This design comes from an exercise in tuning for small area, a short achievable clock period and few clock cycles per item on the open sky130 flow, not from production work.
At most, simulation tests tie the RTL to the original design; equivalence was not proved.
Power figures rest on the tool's default switching activity, not on a simulated workload.

==> flow/design.v <==
`timescale 1ns / 1ps
module source_line_tokenizer_core (
    input  logic        i_clk,
    input  logic        i_rst_n,
    input  logic        i_in_valid,
    output logic        o_in_ready,
    input  logic [8:0]  i_in_data,
    output logic        o_out_valid,
    input  logic        i_out_ready,
    output logic [44:0] o_out_data
);
    localparam logic [1:0] K_LEXEME = 2'd0;
    localparam logic [1:0] K_DONE   = 2'd1;
    localparam logic [1:0] K_ERROR  = 2'd2;
    localparam logic [3:0] TT_IDENT  = 4'd0;
    localparam logic [3:0] TT_INT    = 4'd1;
    localparam logic [3:0] TT_FLOAT  = 4'd2;
    localparam logic [3:0] TT_STRING = 4'd3;
    localparam logic [3:0] TT_OP     = 4'd4;
    localparam logic [3:0] TT_LBRACE = 4'd5;
    localparam logic [3:0] TT_RBRACE = 4'd6;
    localparam logic [3:0] TT_LPAREN = 4'd7;
    localparam logic [3:0] TT_RPAREN = 4'd8;
    localparam logic [3:0] TT_SEMI   = 4'd9;
    localparam logic [1:0] E_BAD_NUMBER = 2'd0;
    localparam logic [1:0] E_BAD_ESCAPE = 2'd1;
    localparam logic [1:0] E_UNCLOSED   = 2'd2;
    localparam logic [1:0] E_UNEXPECTED = 2'd3;
    localparam logic [3:0] M_IDLE    = 4'd0;
    localparam logic [3:0] M_IDENT   = 4'd1;
    localparam logic [3:0] M_NUMBER  = 4'd2;
    localparam logic [3:0] M_NEG     = 4'd3;
    localparam logic [3:0] M_DBL     = 4'd4;
    localparam logic [3:0] M_STRING  = 4'd5;
    localparam logic [3:0] M_ESCAPE  = 4'd6;
    localparam logic [3:0] M_COMMENT = 4'd7;
    localparam logic [3:0] M_ERROR   = 4'd8;
    localparam logic [3:0] M_CLOSEOP = 4'd9;    
    localparam logic [1:0] P_NONE = 2'd0;
    localparam logic [1:0] P_COL  = 2'd1;
    localparam logic [1:0] P_LINE = 2'd2;
    logic [8:0]  r_h, r_s;
    logic        r_hv, r_sv;
    logic [3:0]  r_mode, n_mode;
    logic [15:0] r_line;
    logic [11:0] r_col, r_tstart;
    logic [1:0]  r_pend;
    logic [1:0]  r_dots, n_dots;
    logic        r_lastdot, n_lastdot;
    logic        r_ov;
    logic [1:0]  r_kind;
    logic [3:0]  r_type;
    logic [7:0]  r_byte;
    logic [1:0]  r_err;
    logic        r_last;
    logic [11:0] r_ocol;
    logic [7:0]  c;
    logic        act;
    logic        is_space, is_letter, is_digit, close_consume;
    logic        go, triv, take, consume, rv, csel, ts_load, nl;
    logic [1:0]  kind, err;
    logic [3:0]  ty;
    logic [7:0]  byt;
    logic [15:0] cur_line;
    logic [11:0] cur_col;
    assign c   = r_h[7:0];
    assign act = r_h[8];
    assign is_space  = (c == 8'd32) || (c == 8'd9) || (c == 8'd12) || (c == 8'd11) || (c == 8'd13);
    assign is_letter = (c >= 8'h61 && c <= 8'h7A) || (c >= 8'h41 && c <= 8'h5A) || (c == 8'h5F);
    assign is_digit  = (c >= 8'h30) && (c <= 8'h39);
    assign close_consume = is_space || (c == 8'h23) || (c == 8'h22);
    assign o_in_ready  = !r_sv;
    assign take        = i_in_valid && !r_sv;
    assign o_out_valid = r_ov;
    assign o_out_data  = {r_kind, r_type, r_byte, r_line, r_ocol, r_err, r_last};
    assign triv = !act && r_pend != P_LINE &&
                  ((r_mode == M_COMMENT) ||
                   (r_mode == M_IDLE && (is_space || c == 8'h23 || c == 8'h22)) ||
                   (r_mode == M_STRING && c == 8'h5C));
    assign go = r_hv && ((r_mode == M_ERROR) || !r_ov || i_out_ready || triv);
    logic [16:0] line_inc;
    logic [12:0] col_inc;
    assign line_inc = {1'b0, r_line} + 17'd1;
    assign col_inc  = {1'b0, r_col} + 13'd1;
    always_comb begin
        cur_line = r_line;
        cur_col  = r_col;
        if (r_pend == P_LINE) begin
            cur_line = line_inc[15:0] | {16{line_inc[16]}};
            cur_col  = 12'd1;
        end else if (r_pend == P_COL) begin
            cur_col  = col_inc[11:0] | {12{col_inc[12]}};
        end
    end
    always_comb begin
        n_mode    = r_mode;
        n_dots    = r_dots;
        n_lastdot = r_lastdot;
        rv        = 1'b0;
        kind      = K_LEXEME;
        ty        = TT_IDENT;
        byt       = 8'd0;
        err       = 2'd0;
        csel      = 1'b0;
        consume   = 1'b1;
        ts_load   = 1'b0;
        nl        = 1'b0;
        if (act) begin
            nl = 1'b1;
            n_mode = M_IDLE;
            csel = 1'b1;
            case (r_mode)
                M_IDENT: begin
                    rv = 1'b1; kind = K_DONE; ty = TT_IDENT;
                end
                M_NUMBER: begin
                    rv = 1'b1;
                    if (r_lastdot || r_dots == 2'd2) begin
                        kind = K_ERROR; err = E_BAD_NUMBER; n_mode = M_ERROR; nl = 1'b0;
                    end else begin
                        kind = K_DONE; ty = (r_dots == 2'd1) ? TT_FLOAT : TT_INT;
                    end
                end
                M_NEG, M_DBL, M_CLOSEOP: begin
                    rv = 1'b1; kind = K_DONE; ty = TT_OP;
                end
                M_STRING, M_ESCAPE: begin
                    rv = 1'b1; kind = K_ERROR; err = E_UNCLOSED; n_mode = M_ERROR; nl = 1'b0;
                end
                M_ERROR: begin
                    n_mode = M_ERROR; nl = 1'b0;
                end
                default: begin
                end
            endcase
        end else begin
            case (r_mode)
                M_IDENT, M_NUMBER, M_NEG, M_DBL: begin
                    if (r_mode == M_IDENT && (is_letter || is_digit)) begin
                        rv = 1'b1; ty = TT_IDENT; byt = c;
                    end else if ((r_mode == M_NUMBER || r_mode == M_NEG) && is_digit) begin
                        rv = 1'b1; ty = TT_INT; byt = c;
                        n_mode = M_NUMBER;
                        n_lastdot = 1'b0;
                        if (r_mode == M_NEG) n_dots = 2'd0;
                    end else if (r_mode == M_NUMBER && c == 8'h2E) begin
                        rv = 1'b1; ty = TT_INT; byt = c;
                        if (r_dots != 2'd2) n_dots = r_dots + 2'd1;
                        n_lastdot = 1'b1;
                    end else if (r_mode == M_DBL && c == 8'h3D) begin
                        rv = 1'b1; ty = TT_OP; byt = c;
                        n_mode = M_CLOSEOP; consume = 1'b0;
                    end else begin
                        rv = 1'b1; csel = 1'b1; kind = K_DONE;
                        n_mode = (c == 8'h23) ? M_COMMENT : (c == 8'h22) ? M_STRING : M_IDLE;
                        ts_load = (c == 8'h22);
                        consume = close_consume;
                        if (r_mode == M_IDENT) begin
                            ty = TT_IDENT;
                        end else if (r_mode == M_NUMBER) begin
                            if (r_lastdot || r_dots == 2'd2) begin
                                kind = K_ERROR; err = E_BAD_NUMBER; n_mode = M_ERROR;
                                consume = 1'b1;
                            end else begin
                                ty = (r_dots == 2'd1) ? TT_FLOAT : TT_INT;
                            end
                        end else begin
                            ty = TT_OP;
                        end
                    end
                end
                M_CLOSEOP: begin
                    rv = 1'b1; csel = 1'b1; kind = K_DONE; ty = TT_OP; n_mode = M_IDLE;
                end
                M_STRING: begin
                    if (c == 8'h22) begin
                        rv = 1'b1; csel = 1'b1; kind = K_DONE; ty = TT_STRING; n_mode = M_IDLE;
                    end else if (c == 8'h5C) begin
                        n_mode = M_ESCAPE;
                    end else begin
                        rv = 1'b1; ty = TT_STRING; byt = c;
                    end
                end
                M_ESCAPE: begin
                    rv = 1'b1; ty = TT_STRING; n_mode = M_STRING;
                    case (c)
                        8'h74:   byt = 8'd9;
                        8'h72:   byt = 8'd13;
                        8'h6E:   byt = 8'd10;
                        8'h22:   byt = 8'h22;
                        8'h30:   byt = 8'h00;
                        default: begin
                            kind = K_ERROR; ty = TT_IDENT; err = E_BAD_ESCAPE; n_mode = M_ERROR;
                        end
                    endcase
                end
                M_COMMENT, M_ERROR: begin
                end
                default: begin
                    ts_load = 1'b1;
                    byt = c;
                    if (is_space) begin
                    end else if (c == 8'h23) begin
                        n_mode = M_COMMENT;
                    end else if (c == 8'h7B) begin
                        rv = 1'b1; kind = K_DONE; ty = TT_LBRACE; byt = 8'd0;
                    end else if (c == 8'h7D) begin
                        rv = 1'b1; kind = K_DONE; ty = TT_RBRACE; byt = 8'd0;
                    end else if (c == 8'h28) begin
                        rv = 1'b1; kind = K_DONE; ty = TT_LPAREN; byt = 8'd0;
                    end else if (c == 8'h29) begin
                        rv = 1'b1; kind = K_DONE; ty = TT_RPAREN; byt = 8'd0;
                    end else if (c == 8'h3B) begin
                        rv = 1'b1; kind = K_DONE; ty = TT_SEMI; byt = 8'd0;
                    end else if (is_letter) begin
                        rv = 1'b1; ty = TT_IDENT; n_mode = M_IDENT;
                    end else if (is_digit) begin
                        rv = 1'b1; ty = TT_INT; n_mode = M_NUMBER;
                        n_dots = 2'd0; n_lastdot = 1'b0;
                    end else if (c == 8'h2D) begin
                        rv = 1'b1; ty = TT_OP; n_mode = M_NEG;
                    end else if (c == 8'h22) begin
                        n_mode = M_STRING;
                    end else if (c == 8'h3D || c == 8'h21) begin
                        rv = 1'b1; ty = TT_OP; n_mode = M_DBL;
                    end else if (c == 8'h2B || c == 8'h2A || c == 8'h2F) begin
                        rv = 1'b1; ty = TT_OP; n_mode = M_CLOSEOP; consume = 1'b0;
                    end else begin
                        rv = 1'b1; kind = K_ERROR; err = E_UNEXPECTED; byt = 8'd0;
                        n_mode = M_ERROR;
                    end
                end
            endcase
        end
    end
    always_ff @(posedge i_clk) begin
        if (!i_rst_n) begin
            r_hv      <= 1'b0;
            r_sv      <= 1'b0;
            r_mode    <= M_IDLE;
            r_line    <= 16'd1;
            r_col     <= 12'd1;
            r_pend    <= P_NONE;
            r_ov      <= 1'b0;
        end else begin
            if (go && consume) begin
                if (r_sv) begin
                    r_h  <= r_s;
                    r_hv <= 1'b1;
                    r_sv <= take;
                    if (take) r_s <= i_in_data;
                end else begin
                    r_hv <= take;
                    if (take) r_h <= i_in_data;
                end
            end else if (take) begin
                if (r_hv) begin
                    r_s  <= i_in_data;
                    r_sv <= 1'b1;
                end else begin
                    r_h  <= i_in_data;
                    r_hv <= 1'b1;
                end
            end
            if (go && r_mode != M_ERROR) begin
                r_mode    <= n_mode;
                r_line    <= cur_line;
                r_col     <= cur_col;
                r_pend    <= !consume ? P_NONE : (act ? (nl ? P_LINE : P_NONE) : P_COL);
            end
            if (go && r_mode != M_ERROR && rv) begin
                r_ov <= 1'b1;
            end else if (i_out_ready) begin
                r_ov <= 1'b0;
            end
        end
    end
    always_ff @(posedge i_clk) begin
        if (go && r_mode != M_ERROR) begin
            r_dots    <= n_dots;
            r_lastdot <= n_lastdot;
            if (ts_load) r_tstart <= cur_col;
        end
    end
    always_ff @(posedge i_clk) begin
        if (go && r_mode != M_ERROR && rv) begin
            r_kind <= kind;
            r_type <= ty;
            r_byte <= byt;
            r_err  <= err;
            r_last <= consume;
            r_ocol <= csel ? r_tstart : cur_col;
        end
    end
endmodule
clock: 7.5 ns
lec_check: 0
abc_area: 1
cap_margin: 20
core_margin: 2
core_utilization: 60
place_density: 0.72
setup_slack_margin: 5
slew_margin: 20
tns_end_percent: 5
standard.sh (not shown) runs the stock make flow with config.mk's settings and CLKGATE_MAP_FILE= SYNTH_SCRIPT=/design/flow/synth_recipe.tcl, a recipe that flattens the netlist after the stock synthesis.
==> flow/flow/run.sh <==
#!/bin/bash
# Standard layout with plain buffers on the ports. Each step's full log
# stays in orfs/logs/; make's output goes to standard.log.
set -euo pipefail
bash standard.sh "BUFFER_PORTS_ARGS=-buffer_cell sky130_fd_sc_hd__buf_2" finish > standard.log 2>&1
The baseline completed without violations.
Testbench counts at the start, summed over its fixed seeds: cycles 36,164, items 32,063.
==> next run, changes <==
--- a/flow/design.v
+++ b/flow/design.v
@@ -37,7 +37,4 @@
     localparam logic [3:0] M_ERROR   = 4'd8;
     localparam logic [3:0] M_CLOSEOP = 4'd9;    
-    localparam logic [1:0] P_NONE = 2'd0;
-    localparam logic [1:0] P_COL  = 2'd1;
-    localparam logic [1:0] P_LINE = 2'd2;
     logic [8:0]  r_h, r_s;
     logic        r_hv, r_sv;
@@ -45,5 +42,5 @@
     logic [15:0] r_line;
     logic [11:0] r_col, r_tstart;
-    logic [1:0]  r_pend;
+    logic        r_pline;      
     logic [1:0]  r_dots, n_dots;
     logic        r_lastdot, n_lastdot;
@@ -62,6 +59,4 @@
     logic [3:0]  ty;
     logic [7:0]  byt;
-    logic [15:0] cur_line;
-    logic [11:0] cur_col;
     assign c   = r_h[7:0];
     assign act = r_h[8];
@@ -74,23 +69,9 @@
     assign o_out_valid = r_ov;
     assign o_out_data  = {r_kind, r_type, r_byte, r_line, r_ocol, r_err, r_last};
-    assign triv = !act && r_pend != P_LINE &&
+    assign triv = !act && !r_pline &&
                   ((r_mode == M_COMMENT) ||
                    (r_mode == M_IDLE && (is_space || c == 8'h23 || c == 8'h22)) ||
                    (r_mode == M_STRING && c == 8'h5C));
     assign go = r_hv && ((r_mode == M_ERROR) || !r_ov || i_out_ready || triv);
-    logic [16:0] line_inc;
-    logic [12:0] col_inc;
-    assign line_inc = {1'b0, r_line} + 17'd1;
-    assign col_inc  = {1'b0, r_col} + 13'd1;
-    always_comb begin
-        cur_line = r_line;
-        cur_col  = r_col;
-        if (r_pend == P_LINE) begin
-            cur_line = line_inc[15:0] | {16{line_inc[16]}};
-            cur_col  = 12'd1;
-        end else if (r_pend == P_COL) begin
-            cur_col  = col_inc[11:0] | {12{col_inc[12]}};
-        end
-    end
     always_comb begin
         n_mode    = r_mode;
@@ -241,5 +222,5 @@
             r_line    <= 16'd1;
             r_col     <= 12'd1;
-            r_pend    <= P_NONE;
+            r_pline   <= 1'b0;
             r_ov      <= 1'b0;
         end else begin
@@ -264,8 +245,11 @@
             end
             if (go && r_mode != M_ERROR) begin
-                r_mode    <= n_mode;
-                r_line    <= cur_line;
-                r_col     <= cur_col;
-                r_pend    <= !consume ? P_NONE : (act ? (nl ? P_LINE : P_NONE) : P_COL);
+                r_mode  <= n_mode;
+                r_pline <= consume && act && nl;
+                if (r_pline && r_line != 16'hFFFF) r_line <= r_line + 16'd1;
+                if (consume) begin
+                    if (act) r_col <= 12'd1;
+                    else if (r_col != 12'hFFF) r_col <= r_col + 12'd1;
+                end
             end
             if (go && r_mode != M_ERROR && rv) begin
@@ -280,5 +264,5 @@
             r_dots    <= n_dots;
             r_lastdot <= n_lastdot;
-            if (ts_load) r_tstart <= cur_col;
+            if (ts_load) r_tstart <= r_col;
         end
     end
@@ -290,5 +274,5 @@
             r_err  <= err;
             r_last <= consume;
-            r_ocol <= csel ? r_tstart : cur_col;
+            r_ocol <= csel ? r_tstart : r_col;
         end
     end
Effect: Utilization is higher by 1.5 points; via count is lower by 6.3%; sequential share of layout area is higher by 0.90 points; power is higher by 6.9%; final area is lower by 3.1%; maximum frequency is lower by 2.3%; flip-flop and latch count is lower by 1.
No functional check of the RTL was part of the second run of this note.

separate check: timing with driven ports:
How much do the figures lean on ideal ports? The routed layouts below were timed once more, with nothing changed but the port constraints. Step 1 sets driving cells, clkbuf_16 on the clock port and buf_2 on the other inputs (assumed; they add their load-dependent delay and slew). Step 2 adds t to the input delays and takes it off the output delays; t is the mean of the earliest and latest rising clock arrival at the registers after step 1. Input paths then give back, and output paths get back, about the clock's delay inside the block. Three values: no drivers, after step 1, after step 2; two values: the first two.
| run | t, ns | setup WS [ns] | worst setup path after step 2 | worst register clock-pin slew, ns |
|---|---|---|---|---|
| the first run | 0.412 | 4.987 / 4.955 / 4.663 | input to register | 0.11 / 0.11 |
| the second run | 0.407 | 4.926 / 4.940 / 4.533 | input to register | 0.11 / 0.11 |
After both steps setup and hold are still met in every run listed. For the second run, which loses most, drivers alone change the setup slack by +0.014 ns; drivers and shift together by -0.393 ns.
